Background: an optimization exercise with open tools, aiming at small area. Do not read the settings as production practice.
Only simulation tests tie the RTL to the original design; equivalence was not proved.
Power is estimated from default activity; no workload was simulated.

==> inputs of wip/yarrow <==
// breakout_top
module breakout_top #(
	parameter int step_period = 2000
) (
	input logic VGA_clk,
	input logic reset,
	input logic [7:0] scan_code,
	input logic key_strobe,
	output logic [10-1:0] VGA_R,
	output logic [10-1:0] VGA_G,
	output logic [10-1:0] VGA_B,
	output logic VGA_hSync,
	output logic VGA_vSync,
	output logic blank_n,
	output logic [1:0] lives,
	output breakout_pkg::game_state_t game_state
);
	localparam int H_TOTAL = 640 + 16 + 96 + 48;  
	localparam int V_TOTAL = 480 + 10 + 2 + 33;  
	localparam int H_SYNC_START = 640 + 16;
	localparam int V_SYNC_START = 480 + 10;
	localparam int X_MIN = 10 + 1;  
	localparam int X_MAX = 640 - 10 - 1 - 80;  
	localparam int X_HOME = (640 / 2) - (80 / 2);  
	localparam int X_LO = 10 + 7;  
	localparam int X_HI = 640 - 10 - 7;  
	localparam int YH_BOTTOM = (480 - 7) / 2;  
	localparam int YH_TOP = (10 + 7) / 2;  
	localparam int YH_PAD = (450 - 7) / 2;  
	localparam int YH_SIDE_LO = 450 / 2;  
	localparam int YH_SIDE_HI = (450 + 10 - 1) / 2;  
	localparam logic [255:0] DISC = 256'h0000000003f807fc0ffe1fff1fff1fff1fff1fff1fff1fff0ffe07fc03f80000;
	logic serve;
	breakout_pkg::game_state_t state;
	localparam logic [1:0] C_NONE = 2'd0;
	localparam logic [1:0] C_RESTART = 2'd1;
	localparam logic [1:0] C_A = 2'd2;
	localparam logic [1:0] C_B = 2'd3;
	logic [1:0] cmd;
	logic [9:0] px;
	logic [9:0] py;
	logic [2:0] pm5;  
	logic x_wrap;
	logic [9:0] px_inc;
	logic [9:0] py_inc;
	logic [10:0] cxv;
	logic [10:0] cyv;
	assign x_wrap = (px == 10'(H_TOTAL - 1));
	assign px_inc[0] = !px[0];
  ...
clock: 40.0 ns
lec_check: 0
cap_margin: 20
core_margin: 2
core_utilization: 40
slew_margin: 20
synth_hierarchical: 1
synth_minimum_keep_size: 0
standard.sh (not shown) runs the stock make flow with config.mk's settings and CLKGATE_MAP_FILE= SYNTH_SCRIPT=/design/flow/synth_recipe.tcl, a recipe that flattens the netlist after the stock synthesis.
==> flow/flow/run.sh <==
#!/bin/bash
# The standard layout with three changes:
# - after the standard synthesis, its combinational logic is mapped again by
#   ABC with an area-oriented script (resyn.sh); every flip-flop of the
#   standard synthesis stays as it is, with its name and cell
# - the port buffers are the smallest buffer (buf_1) instead of the default
# - clock tree synthesis uses clkbuf_8 and adds no dummy loads
# Each tool's output goes to a log file of its own in this folder.
set -euo pipefail
export BUFFER_PORTS_ARGS="-buffer_cell sky130_fd_sc_hd__buf_1"
export CTS_ARGS="-sink_clustering_enable -repair_clock_nets -buf_list sky130_fd_sc_hd__clkbuf_8 -sink_clustering_size 14 -dont_use_dummy_load"
bash standard.sh synth > standard_synth.log 2>&1
bash flow/resyn.sh > resyn.log 2>&1
bash standard.sh > standard.log 2>&1
Other scripts of this flow, unchanged in this note and not shown: flow/flow/resyn.sh
==> wip/fjord (differences from wip/yarrow) <==
==> flow/flow/run.sh (replaced) <==
#!/bin/bash
# The standard layout with three changes:
# - after the standard synthesis, its combinational logic is mapped again by
#   ABC with an area-oriented script (resyn.sh); every flip-flop of the
#   standard synthesis stays as it is, with its name and cell
# - the port buffers are the smallest buffer (buf_1) instead of the default
# - clock tree synthesis uses clkbuf_8 and adds no dummy loads
# Each tool's output goes to a log file of its own in this folder.
set -euo pipefail
export BUFFER_PORTS_ARGS="-buffer_cell sky130_fd_sc_hd__buf_1"
export CTS_ARGS="-sink_clustering_enable -repair_clock_nets -buf_list sky130_fd_sc_hd__clkbuf_16 -dont_use_dummy_load"
bash standard.sh synth > standard_synth.log 2>&1
bash flow/resyn.sh > resyn.log 2>&1
bash standard.sh > standard.log 2>&1
==> wip/cedar (differences from wip/yarrow) <==
--- a/flow/design.v
+++ b/flow/design.v
@@ -72,13 +72,13 @@
 	localparam int X_HI = 640 - 10 - 7;  
 	localparam int YH_BOTTOM = (480 - 7) / 2;  
 	localparam int YH_TOP = (10 + 7) / 2;  
 	localparam int YH_PAD = (450 - 7) / 2;  
 	localparam int YH_SIDE_LO = 450 / 2;  
 	localparam int YH_SIDE_HI = (450 + 10 - 1) / 2;  
-	localparam logic [255:0] DISC = 256'h0000000003f807fc0ffe1fff1fff1fff1fff1fff1fff1fff0ffe07fc03f80000;
+	localparam logic [255:0] DISC = 256'h0fe01ff03ff87ffc7ffc7ffc7ffc7ffc7ffc7ffc3ff81ff00fe0000000000000;
 	logic serve;
 	breakout_pkg::game_state_t state;
 	localparam logic [1:0] C_NONE = 2'd0;
 	localparam logic [1:0] C_RESTART = 2'd1;
 	localparam logic [1:0] C_A = 2'd2;
 	localparam logic [1:0] C_B = 2'd3;
@@ -260,17 +260,17 @@
 	logic [9:0] bq_n;
 	logic [9:0] yq_n;
 	logic [10:0] cbv;
 	logic [10:0] cwv;
 	always_comb
 	begin
-		hit_side_wall = (bq == 10'(6 - X_HI)) || (bq == 10'(6 - X_LO));
-		hit_bottom = (yq == 10'(3 - YH_BOTTOM));
-		hit_top = (yq == 10'(3 - YH_TOP));
-		hit_pad_top = (yq == 10'(3 - YH_PAD)) && cls_now[2];
-		hit_pad_side = (yq >= 10'(3 - YH_SIDE_HI)) && (yq <= 10'(3 - YH_SIDE_LO))
+		hit_side_wall = (bq == 10'(8 - X_HI)) || (bq == 10'(8 - X_LO));
+		hit_bottom = (yq == 10'(4 - YH_BOTTOM));
+		hit_top = (yq == 10'(4 - YH_TOP));
+		hit_pad_top = (yq == 10'(4 - YH_PAD)) && cls_now[2];
+		hit_pad_side = (yq >= 10'(4 - YH_SIDE_HI)) && (yq <= 10'(4 - YH_SIDE_LO))
 			&& !cls_now[2] && cls_now[0];
 		take_miss = hit_bottom && !hit_side_wall;
 		step = (mv != 2'd0) && !rsd;
 		move = step && !take_miss;
 		miss = step && take_miss;
 		ndxp = dxp;
@@ -304,14 +304,14 @@
 	assign bq_n[9] = bq[9] ^ cbv[9];
 	assign yq_n[9] = yq[9] ^ cwv[9];
 	always_ff @(posedge VGA_clk)
 	begin
 		if (rsd)
 		begin
-			bq <= 10'(6 - 640 / 2);
-			yq <= 10'(3 - YH_PAD);
+			bq <= 10'(8 - 640 / 2);
+			yq <= 10'(4 - YH_PAD);
 			dxp <= 1'b0;
 			dxm <= 1'b0;
 			dyd <= 1'b0;
 			bounced <= 1'b1;
 		end
 		else
@@ -337,12 +337,27 @@
 	logic is_ball;
 	logic is_paddle;
 	logic on_top;
 	logic [11:0] ctx;
 	logic [11:0] cty;
 	logic [11:0] ctp;
+	logic [10:0] td;  
+	generate
+		if (step_period == 2000)
+		begin : g_cap_raster
+			assign cap_en = (tx == 11'd8);
+			assign td = tp;
+		end
+		else
+		begin : g_cap_direct
+			logic [9:0] bx;
+			assign bx = 10'(8) - bq;
+			assign cap_en = 1'b1;
+			assign td = {1'b0, bx} + {1'b1, q};
+		end
+	endgenerate
 	assign tx[0] = px[0] ^ bq[0];
 	assign ctx[1] = px[0] & bq[0];
 	assign tp[0] = px[0] ^ q[0];
 	assign ctp[1] = px[0] & q[0];
 	assign ty[0] = py[0];
 	assign ty[1] = py[1] ^ yq[0];
@@ -363,28 +378,27 @@
 	begin
 		vis = (px < 640) && (py < 480);
 		is_border = (px <= 10) || (px >= 640 - 10) || (py <= 10);
 		is_ball = (tx[10:4] == 7'd0) && (ty[10:4] == 7'd0) && DISC[{ty[3:0], tx[3:0]}];
 		is_paddle = (tp <= 11'(80 - 2))
 			&& (py >= 450) && (py <= 450 + 10);
-		cap_en = (tx == 11'd6);
-		on_top = (tp == 11'h7ff) || (tp <= 11'(80 - 1));
+		on_top = (td == 11'h7ff) || (td <= 11'(80 - 1));
 		cls_now[2] = on_top;
 		if (on_top)
 		begin
-			if (tp < 11'((3 * 80) / 8 - 1) || tp == 11'h7ff)
+			if (td < 11'((3 * 80) / 8 - 1) || td == 11'h7ff)
 				cls_now[1:0] = 2'd0;
-			else if (tp < 11'((5 * 80) / 8 - 1))
+			else if (td < 11'((5 * 80) / 8 - 1))
 				cls_now[1:0] = 2'd1;
-			else if (tp < 11'(80 - 1))
+			else if (td < 11'(80 - 1))
 				cls_now[1:0] = 2'd2;
 			else
 				cls_now[1:0] = 2'd3;
 		end
 		else
-			cls_now[1:0] = {1'b0, (tp == 11'(-7 - 1)) || (tp == 11'(80 + 7 - 1))};
+			cls_now[1:0] = {1'b0, (td == 11'(-7 - 1)) || (td == 11'(80 + 7 - 1))};
 	end
 	assign VGA_R = {10{is_border && vis}};
 	assign VGA_G = {10{is_ball && vis}};
 	assign VGA_B = {10{is_paddle && vis}};
 	assign VGA_hSync = !((px >= H_SYNC_START) && (px < H_SYNC_START + 96));
 	assign VGA_vSync = !((py >= V_SYNC_START) && (py < V_SYNC_START + 2));
==> flow/flow/run.sh (replaced) <==
#!/bin/bash
# The standard layout with three changes:
# - after the standard synthesis, its combinational logic is mapped again by
#   ABC with an area-oriented script (resyn.sh); every flip-flop of the
#   standard synthesis stays as it is, with its name and cell
# - the port buffers are the smallest buffer (buf_1) instead of the default
# - clock tree synthesis uses clkbuf_8 and adds no dummy loads
# Each tool's output goes to a log file of its own in this folder.
set -euo pipefail
export BUFFER_PORTS_ARGS="-buffer_cell sky130_fd_sc_hd__buf_1"
export CTS_ARGS="-sink_clustering_enable -repair_clock_nets -buf_list sky130_fd_sc_hd__clkbuf_8 -sink_buffer_max_cap_derate 0.6 -dont_use_dummy_load"
bash standard.sh synth > standard_synth.log 2>&1
bash flow/resyn.sh > resyn.log 2>&1
bash standard.sh > standard.log 2>&1
==> run notes <==
- The critical path crosses 20 cells after its start point.
- The flow ran to the end and the layout has no timing, DRC or antenna violations.
- After filler insertion, the fill cell instance count of the layout stands at 1,125.
- The overall power after layout is 0.000149 W.
- Summing every instance area after synthesis gives 0.00427 mm².
That was wip/yarrow.
==> run notes <==
- The run finished with no timing, DRC or antenna violations.
- The critical path runs through a total of 16 cells.
- The layout has 1,103 filler cells.
- The combined area of all synthesized cells is 0.00423 mm².
That was wip/cedar.
==> run notes <==
- The run finished with no timing, DRC or antenna violations.
- The final-layout fill cell count is 1,110.
- The synthesized netlist occupies a cell area of 0.00427 mm².
- Among all cell classes, the greatest summed area belongs to multi-input combinational cells.
- The flip-flop and latch count is 67.
- The via count of the first global-routing pass is 4,048.
- The signal on the critical path passes through clkinv_1, a22oi_1, o21ai_0, or2_0, o21ai_0, nand2_1, o21ai_0, nand2_1, o21ai_0, nand2_1, o21ai_0, nand2_1, o21ai_0, clkinv_1, nand3_1, o221ai_1, a21oi_1, nor4bb_1, buf_4, buf_1.
- The total number of cells along the worst setup path is 20.
That was wip/fjord.

---

==> wip/harbor: inputs <==
breakout_top, a different RTL version from the one above (not shown whole).
==> flow/config.mk <==
export PLATFORM = sky130hd
export DESIGN_NAME = breakout_top
export DESIGN_NICKNAME = breakout_top
export VERILOG_FILES = /design/flow/design.v
export SDC_FILE = /design/flow/constraint.sdc
export NUM_CORES = 4
export LEC_CHECK = 0
export CAP_MARGIN = 20
export CORE_MARGIN = 2
export CORE_UTILIZATION = 40
export SLEW_MARGIN = 20
export SYNTH_HIERARCHICAL = 1
export SYNTH_MINIMUM_KEEP_SIZE = 0
==> flow/constraint.sdc <==
create_clock -name core_clock -period 40.0 [get_ports {VGA_clk}]
set_input_delay 8.0000 -clock core_clock [delete_from_list [all_inputs] [get_ports {VGA_clk}]]
set_output_delay 8.0000 -clock core_clock [all_outputs]
set_load 0.01 [all_outputs]
==> flow/flow/run.sh <==
#!/bin/bash
# The standard layout with three changes:
# - after the standard synthesis, its combinational logic is mapped again by
#   ABC with an area-oriented script (resyn.sh); every flip-flop of the
#   standard synthesis stays as it is, with its name and cell
# - the port buffers are the smallest buffer (buf_1) instead of the default
# - clock tree synthesis uses clkbuf_8 and adds no dummy loads
# Each tool's output goes to a log file of its own in this folder.
set -euo pipefail
export BUFFER_PORTS_ARGS="-buffer_cell sky130_fd_sc_hd__buf_1"
export CTS_ARGS="-sink_clustering_enable -repair_clock_nets -buf_list sky130_fd_sc_hd__clkbuf_8 -dont_use_dummy_load"
bash standard.sh synth > standard_synth.log 2>&1
bash flow/resyn.sh > resyn.log 2>&1
bash standard.sh > standard.log 2>&1
Other scripts of this flow, unchanged in this note and not shown: flow/flow/resyn.sh
==> inputs of wip/umber, as changes to wip/harbor <==
--- a/flow/design.v
+++ b/flow/design.v
@@ -70,20 +70,24 @@
 	localparam int X_HOME = (640 / 2) - (80 / 2);  
 	localparam int X_LO = 10 + 7;  
 	localparam int X_HI = 640 - 10 - 7;  
 	localparam int YH_BOTTOM = (480 - 7) / 2;  
 	localparam int YH_TOP = (10 + 7) / 2;  
 	localparam int YH_PAD = (450 - 7) / 2;  
 	localparam int YH_SIDE_LO = 450 / 2;  
 	localparam int YH_SIDE_HI = (450 + 10 - 1) / 2;  
-	localparam logic [255:0] DISC = 256'h0000000003f807fc0ffe1fff1fff1fff1fff1fff1fff1fff0ffe07fc03f80000;
-	breakout_pkg::key_cmd_t cmd;
+	localparam logic [255:0] DISC = 256'h0fe01ff03ff87ffc7ffc7ffc7ffc7ffc7ffc7ffc3ff81ff00fe0000000000000;
 	logic serve;
 	breakout_pkg::game_state_t state;
+	localparam logic [1:0] C_NONE = 2'd0;
+	localparam logic [1:0] C_RESTART = 2'd1;
+	localparam logic [1:0] C_A = 2'd2;
+	localparam logic [1:0] C_B = 2'd3;
+	logic [1:0] cmd;
 	logic [9:0] px;
 	logic [9:0] py;
 	logic [2:0] pm5;  
 	logic x_wrap;
 	logic [9:0] px_inc;
 	logic [9:0] py_inc;
 	logic [10:0] cxv;
 	logic [10:0] cyv;
@@ -99,43 +103,28 @@
 	end
 	assign px_inc[9] = px[9] ^ cxv[9];
 	assign py_inc[9] = py[9] ^ cyv[9];
 	always_ff @(posedge VGA_clk)
 	begin
 		px <= reset ? 10'(H_TOTAL - 1) : x_wrap ? 10'd0 : px_inc;
 		py <= reset ? 10'(V_TOTAL - 1) : (x_wrap && py == 10'(V_TOTAL - 1)) ? 10'd0 : py_inc;
 		if (reset)
-			pm5 <= 3'((V_TOTAL - 1) % 5);
+			pm5 <= 3'b100;
 		else if (x_wrap)
-			pm5 <= (pm5 == 3'd4) ? 3'd0 : pm5 + 3'd1;
-	end
-	always_ff @(posedge VGA_clk)
-	begin
-		if (reset || serve)
-			cmd <= breakout_pkg::CMD_NONE;
-		else if (key_strobe)
-		begin
-			case (scan_code)
-				8'h5A: cmd <= breakout_pkg::CMD_START;
-				8'h66: cmd <= breakout_pkg::CMD_RESTART;
-				8'h1C: cmd <= breakout_pkg::CMD_LEFT;
-				8'h23: cmd <= breakout_pkg::CMD_RIGHT;
-				default: cmd <= cmd;
-			endcase
-		end
+			pm5 <= {pm5[1:0], !(pm5[2] || pm5[1])};
 	end
 	logic step_wrap;  
 	logic play;  
 	logic [1:0] mv;  
 	logic rsd;  
 	generate
 		if (step_period == 2000)
 		begin : g_step_raster
-			assign step_wrap = (pm5 == 3'd2 && px == 10'd399) || (pm5 == 3'd4 && px == 10'd799);
+			assign step_wrap = (pm5 == 3'b011 && px == 10'd399) || (pm5 == 3'b100 && px == 10'd799);
 		end
 		else
 		begin : g_step_count
 			localparam int CNT_W = $clog2(step_period + 1);
 			logic [CNT_W-1:0] step_cnt;  
 			assign step_wrap = (step_cnt == CNT_W'(step_period - 1));
 			always_ff @(posedge VGA_clk)
 			begin
@@ -147,58 +136,86 @@
 		end
 	endgenerate
 	always_ff @(posedge VGA_clk)
 	begin
 		play <= !reset && !out;
 		rsd <= reset || serve;
 		if (!(step_wrap && play))
 			mv <= 2'd0;
-		else if (cmd == breakout_pkg::CMD_LEFT)
+		else if (cmd == C_A)
 			mv <= 2'd2;
-		else if (cmd == breakout_pkg::CMD_RIGHT)
+		else if (cmd == C_B)
 			mv <= 2'd3;
 		else
 			mv <= 2'd1;
 	end
 	logic miss;
 	logic out;
+	logic out_n;
+	logic [1:0] lives_n;
+	logic serve_n;
+	logic idle_n;
+	logic play_n;
+	logic [1:0] cmd_n;
+	always_comb
+	begin
+		out_n = out;
+		lives_n = lives;
+		serve_n = 1'b0;
+		if (cmd == C_RESTART && !serve)
+		begin
+			out_n = 1'b1;
+			lives_n = 2'(3);
+			serve_n = 1'b1;
+		end
+		else if (out)
+		begin
+			if (lives[0] && cmd == C_A)
+				out_n = 1'b0;
+		end
+		else if (miss)
+		begin
+			if (lives != 2'd0)
+			begin
+				lives_n = lives - 2'd1;
+				serve_n = 1'b1;
+			end
+			else
+				out_n = 1'b1;
+		end
+		idle_n = out_n && lives_n[0];
+		play_n = !out_n;
+		cmd_n = (out && !out_n) ? C_NONE : cmd;  
+		if (key_strobe)
+		begin
+			case (scan_code)
+				8'h5A: cmd_n = idle_n ? C_A : C_NONE;
+				8'h66: cmd_n = C_RESTART;
+				8'h1C: cmd_n = play_n ? C_A : C_NONE;
+				8'h23: cmd_n = play_n ? C_B : C_NONE;
+				default: ;
+			endcase
+		end
+	end
 	always_ff @(posedge VGA_clk)
 	begin
 		if (reset)
 		begin
 			out <= 1'b1;
 			lives <= 2'(3);
 			serve <= 1'b0;
 		end
 		else
 		begin
-			serve <= 1'b0;
-			if (cmd == breakout_pkg::CMD_RESTART && !serve)
-			begin
-				out <= 1'b1;
-				lives <= 2'(3);
-				serve <= 1'b1;
-			end
-			else if (out)
-			begin
-				if (lives[0] && cmd == breakout_pkg::CMD_START)
-					out <= 1'b0;
-			end
-			else if (miss)
-			begin
-				if (lives != 2'd0)
-				begin
-					lives <= lives - 2'd1;
-					serve <= 1'b1;
-				end
-				else
-					out <= 1'b1;
-			end
+			out <= out_n;
+			lives <= lives_n;
+			serve <= serve_n;
 		end
+		cmd <= (reset || serve) ? C_NONE : cmd_n;
 	end
 	assign state = out ? (lives[0] ? breakout_pkg::ST_IDLE : breakout_pkg::ST_OVER) : breakout_pkg::ST_PLAY;
 	assign game_state = state;
 	logic [9:0] q;
 	logic left;
 	logic right;
 	logic [8:0] q_step;
 	logic [9:0] cqv;
@@ -221,19 +238,19 @@
 		else
 			q <= {q_step, q[0]};
 	end
 	logic [9:0] bq;
 	logic [9:0] yq;
 	logic dxp;
 	logic dxm;
 	logic dyd;
-	logic [2:0] cls;  
+	logic bounced;  
 	logic cap_en;
-	logic [2:0] cls_now;
+	logic [2:0] cls_now;  
 	logic hit_side_wall;
 	logic hit_bottom;
 	logic hit_top;
 	logic hit_pad_top;
 	logic hit_pad_side;
 	logic take_miss;
 	logic step;
 	logic move;
@@ -241,22 +258,22 @@
 	logic ndxm;
 	logic ndyd;
 	logic [9:0] bq_n;
 	logic [9:0] yq_n;
 	logic [10:0] cbv;
 	logic [10:0] cwv;
 	always_comb
 	begin
-		hit_side_wall = (bq == 10'(6 - X_HI)) || (bq == 10'(6 - X_LO));
-		hit_bottom = (yq == 10'(3 - YH_BOTTOM));
-		hit_top = (yq == 10'(3 - YH_TOP));
-		hit_pad_top = (yq == 10'(3 - YH_PAD)) && cls[2];
-		hit_pad_side = (yq >= 10'(3 - YH_SIDE_HI)) && (yq <= 10'(3 - YH_SIDE_LO))
-			&& !cls[2] && cls[0];
+		hit_side_wall = (bq == 10'(8 - X_HI)) || (bq == 10'(8 - X_LO));
+		hit_bottom = (yq == 10'(4 - YH_BOTTOM));
+		hit_top = (yq == 10'(4 - YH_TOP));
+		hit_pad_top = (yq == 10'(4 - YH_PAD)) && cls_now[2];
+		hit_pad_side = (yq >= 10'(4 - YH_SIDE_HI)) && (yq <= 10'(4 - YH_SIDE_LO))
+			&& !cls_now[2] && cls_now[0];
 		take_miss = hit_bottom && !hit_side_wall;
 		step = (mv != 2'd0) && !rsd;
 		move = step && !take_miss;
 		miss = step && take_miss;
 		ndxp = dxp;
 		ndxm = dxm;
 		ndyd = dyd;
 		if (hit_side_wall || (!hit_top && !hit_pad_top && hit_pad_side))
@@ -264,69 +281,85 @@
 			ndxp = dxm;
 			ndxm = dxp;
 		end
 		else if (hit_top)
 			ndyd = !dyd;
 		else if (hit_pad_top)
 		begin
 			ndyd = !dyd;
-			case (cls[1:0])
+			case (cls_now[1:0])
 				2'd0: if (!dxp) ndxm = 1'b1;  
 				2'd1: begin ndxp = 1'b0; ndxm = 1'b0; end  
 				2'd2: if (!dxm) ndxp = 1'b1;  
 				default: ;
 			endcase
 		end
 	end
-	assign cbv[0] = move && (ndxp || ndxm);
+	assign cbv[0] = move && (dxp || dxm);
 	assign cwv[0] = move;
 	for (genvar i = 0; i < 9; i++)
 	begin : g_ball
-		ud_bit u_b (.a(bq[i]), .ci(cbv[i]), .dn(ndxp), .s(bq_n[i]), .co(cbv[i + 1]));
-		ud_bit u_y (.a(yq[i]), .ci(cwv[i]), .dn(ndyd), .s(yq_n[i]), .co(cwv[i + 1]));
+		ud_bit u_b (.a(bq[i]), .ci(cbv[i]), .dn(dxp), .s(bq_n[i]), .co(cbv[i + 1]));
+		ud_bit u_y (.a(yq[i]), .ci(cwv[i]), .dn(dyd), .s(yq_n[i]), .co(cwv[i + 1]));
 	end
 	assign bq_n[9] = bq[9] ^ cbv[9];
 	assign yq_n[9] = yq[9] ^ cwv[9];
 	always_ff @(posedge VGA_clk)
 	begin
 		if (rsd)
 		begin
-			bq <= 10'(6 - 640 / 2);
-			yq <= 10'(3 - YH_PAD);
+			bq <= 10'(8 - 640 / 2);
+			yq <= 10'(4 - YH_PAD);
 			dxp <= 1'b0;
 			dxm <= 1'b0;
-			dyd <= 1'b1;
-			cls <= 3'b101;  
+			dyd <= 1'b0;
+			bounced <= 1'b1;
 		end
 		else
 		begin
 			bq <= bq_n;
 			yq <= yq_n;
 			if (move)
+				bounced <= 1'b0;
+			else if (cap_en && !bounced)
 			begin
 				dxp <= ndxp;
 				dxm <= ndxm;
 				dyd <= ndyd;
+				bounced <= 1'b1;
 			end
-			if (cap_en)
-				cls <= cls_now;
 		end
 	end
 	logic [10:0] tx;  
 	logic [10:0] ty;  
 	logic [10:0] tp;  
 	logic vis;
 	logic is_border;
 	logic is_ball;
 	logic is_paddle;
 	logic on_top;
 	logic [11:0] ctx;
 	logic [11:0] cty;
 	logic [11:0] ctp;
+	logic [10:0] td;  
+	generate
+		if (step_period == 2000)
+		begin : g_cap_raster
+			assign cap_en = (tx == 11'd8);
+			assign td = tp;
+		end
+		else
+		begin : g_cap_direct
+			logic [9:0] bx;
+			assign bx = 10'(8) - bq;
+			assign cap_en = 1'b1;
+			assign td = {1'b0, bx} + {1'b1, q};
+		end
+	endgenerate
 	assign tx[0] = px[0] ^ bq[0];
 	assign ctx[1] = px[0] & bq[0];
 	assign tp[0] = px[0] ^ q[0];
 	assign ctp[1] = px[0] & q[0];
 	assign ty[0] = py[0];
 	assign ty[1] = py[1] ^ yq[0];
 	assign cty[2] = py[1] & yq[0];
 	for (genvar i = 1; i < 10; i++)
@@ -343,32 +376,31 @@
 	assign ty[10] = yq[9] ^ cty[10];
 	always_comb
 	begin
 		vis = (px < 640) && (py < 480);
 		is_border = (px <= 10) || (px >= 640 - 10) || (py <= 10);
 		is_ball = (tx[10:4] == 7'd0) && (ty[10:4] == 7'd0) && DISC[{ty[3:0], tx[3:0]}];
 		is_paddle = (tp <= 11'(80 - 2))
 			&& (py >= 450) && (py <= 450 + 10);
-		cap_en = (tx == 11'd6);
-		on_top = (tp == 11'h7ff) || (tp <= 11'(80 - 1));
+		on_top = (td == 11'h7ff) || (td <= 11'(80 - 1));
 		cls_now[2] = on_top;
 		if (on_top)
 		begin
-			if (tp < 11'((3 * 80) / 8 - 1) || tp == 11'h7ff)
+			if (td < 11'((3 * 80) / 8 - 1) || td == 11'h7ff)
 				cls_now[1:0] = 2'd0;
-			else if (tp < 11'((5 * 80) / 8 - 1))
+			else if (td < 11'((5 * 80) / 8 - 1))
 				cls_now[1:0] = 2'd1;
-			else if (tp < 11'(80 - 1))
+			else if (td < 11'(80 - 1))
 				cls_now[1:0] = 2'd2;
 			else
 				cls_now[1:0] = 2'd3;
 		end
 		else
-			cls_now[1:0] = {1'b0, (tp == 11'(-7 - 1)) || (tp == 11'(80 + 7 - 1))};
+			cls_now[1:0] = {1'b0, (td == 11'(-7 - 1)) || (td == 11'(80 + 7 - 1))};
 	end
 	assign VGA_R = {10{is_border && vis}};
 	assign VGA_G = {10{is_ball && vis}};
 	assign VGA_B = {10{is_paddle && vis}};
 	assign VGA_hSync = !((px >= H_SYNC_START) && (px < H_SYNC_START + 96));
 	assign VGA_vSync = !((py >= V_SYNC_START) && (py < V_SYNC_START + 2));
 	assign blank_n = vis;
 endmodule
==> flow/flow/run.sh (replaced) <==
#!/bin/bash
# The standard layout with three changes:
# - after the standard synthesis, its combinational logic is mapped again by
#   ABC with an area-oriented script (resyn.sh); every flip-flop of the
#   standard synthesis stays as it is, with its name and cell
# - the port buffers are the smallest buffer (buf_1) instead of the default
# - clock tree synthesis uses clkbuf_8 and adds no dummy loads
# Each tool's output goes to a log file of its own in this folder.
set -euo pipefail
export BUFFER_PORTS_ARGS="-buffer_cell sky130_fd_sc_hd__buf_1"
export CTS_ARGS="-sink_clustering_enable -repair_clock_nets -buf_list sky130_fd_sc_hd__clkbuf_8 -sink_clustering_size 30 -sink_clustering_max_diameter 300 -sink_buffer_max_cap_derate 1.0 -dont_use_dummy_load"
bash standard.sh synth > standard_synth.log 2>&1
bash flow/resyn.sh > resyn.log 2>&1
bash standard.sh > standard.log 2>&1
==> comparison <==
wip/umber finished clean. wip/harbor finished clean. Against wip/harbor, the routed wire length of wip/umber is smaller by about 5%. Clock-buffer cell count is the same in wip/harbor and wip/umber. In wip/umber the die area is lower than in wip/harbor, by 4.1%. In wip/harbor the sequential power is higher than in wip/umber, by 4.2%. Against wip/harbor, the sequential share of layout area of wip/umber is lower by 0.098 points. Total power: wip/umber is smaller than wip/harbor (about 2.2%). Area after synthesis: wip/harbor is higher than wip/umber (4.4%). In non-clock buffer count, wip/harbor and wip/umber do not differ. Against wip/harbor, the via count of wip/umber is lower by 4.7%.

==> port drivers added, routing unchanged <==
In the flow no input, the clock included, has a driving cell. The finished layouts below were timed again as built, in two steps.
Step 1, drivers: a clkbuf_16 drives VGA_clk and a buf_2 each remaining input, both assumed.
Step 2 adds t to the input delays and takes it off the output delays; t is the mean of the earliest and latest rising clock arrival at the registers after step 1. Input paths then give back, and output paths get back, about the clock's delay inside the block.
a / b / c = ideal / step 1 / step 2; a / b = the first two.
run	t (ns)	slack for setup (ns)	worst register clock-pin slew, ns	worst data-port slew with drivers (ns)
wip/yarrow	0.366	28.341 / 28.308 / 28.674	0.09 / 0.09	0.03
wip/fjord	0.369	28.346 / 28.308 / 28.677	0.06 / 0.06	0.03
wip/cedar	0.382	28.153 / 28.119 / 28.501	0.08 / 0.08	0.03
wip/harbor	0.381	27.911 / 27.879 / 28.260	0.08 / 0.08	0.03
wip/umber	0.382	28.153 / 28.119 / 28.501	0.08 / 0.08	0.03
After both steps setup and hold are still met in every run listed.
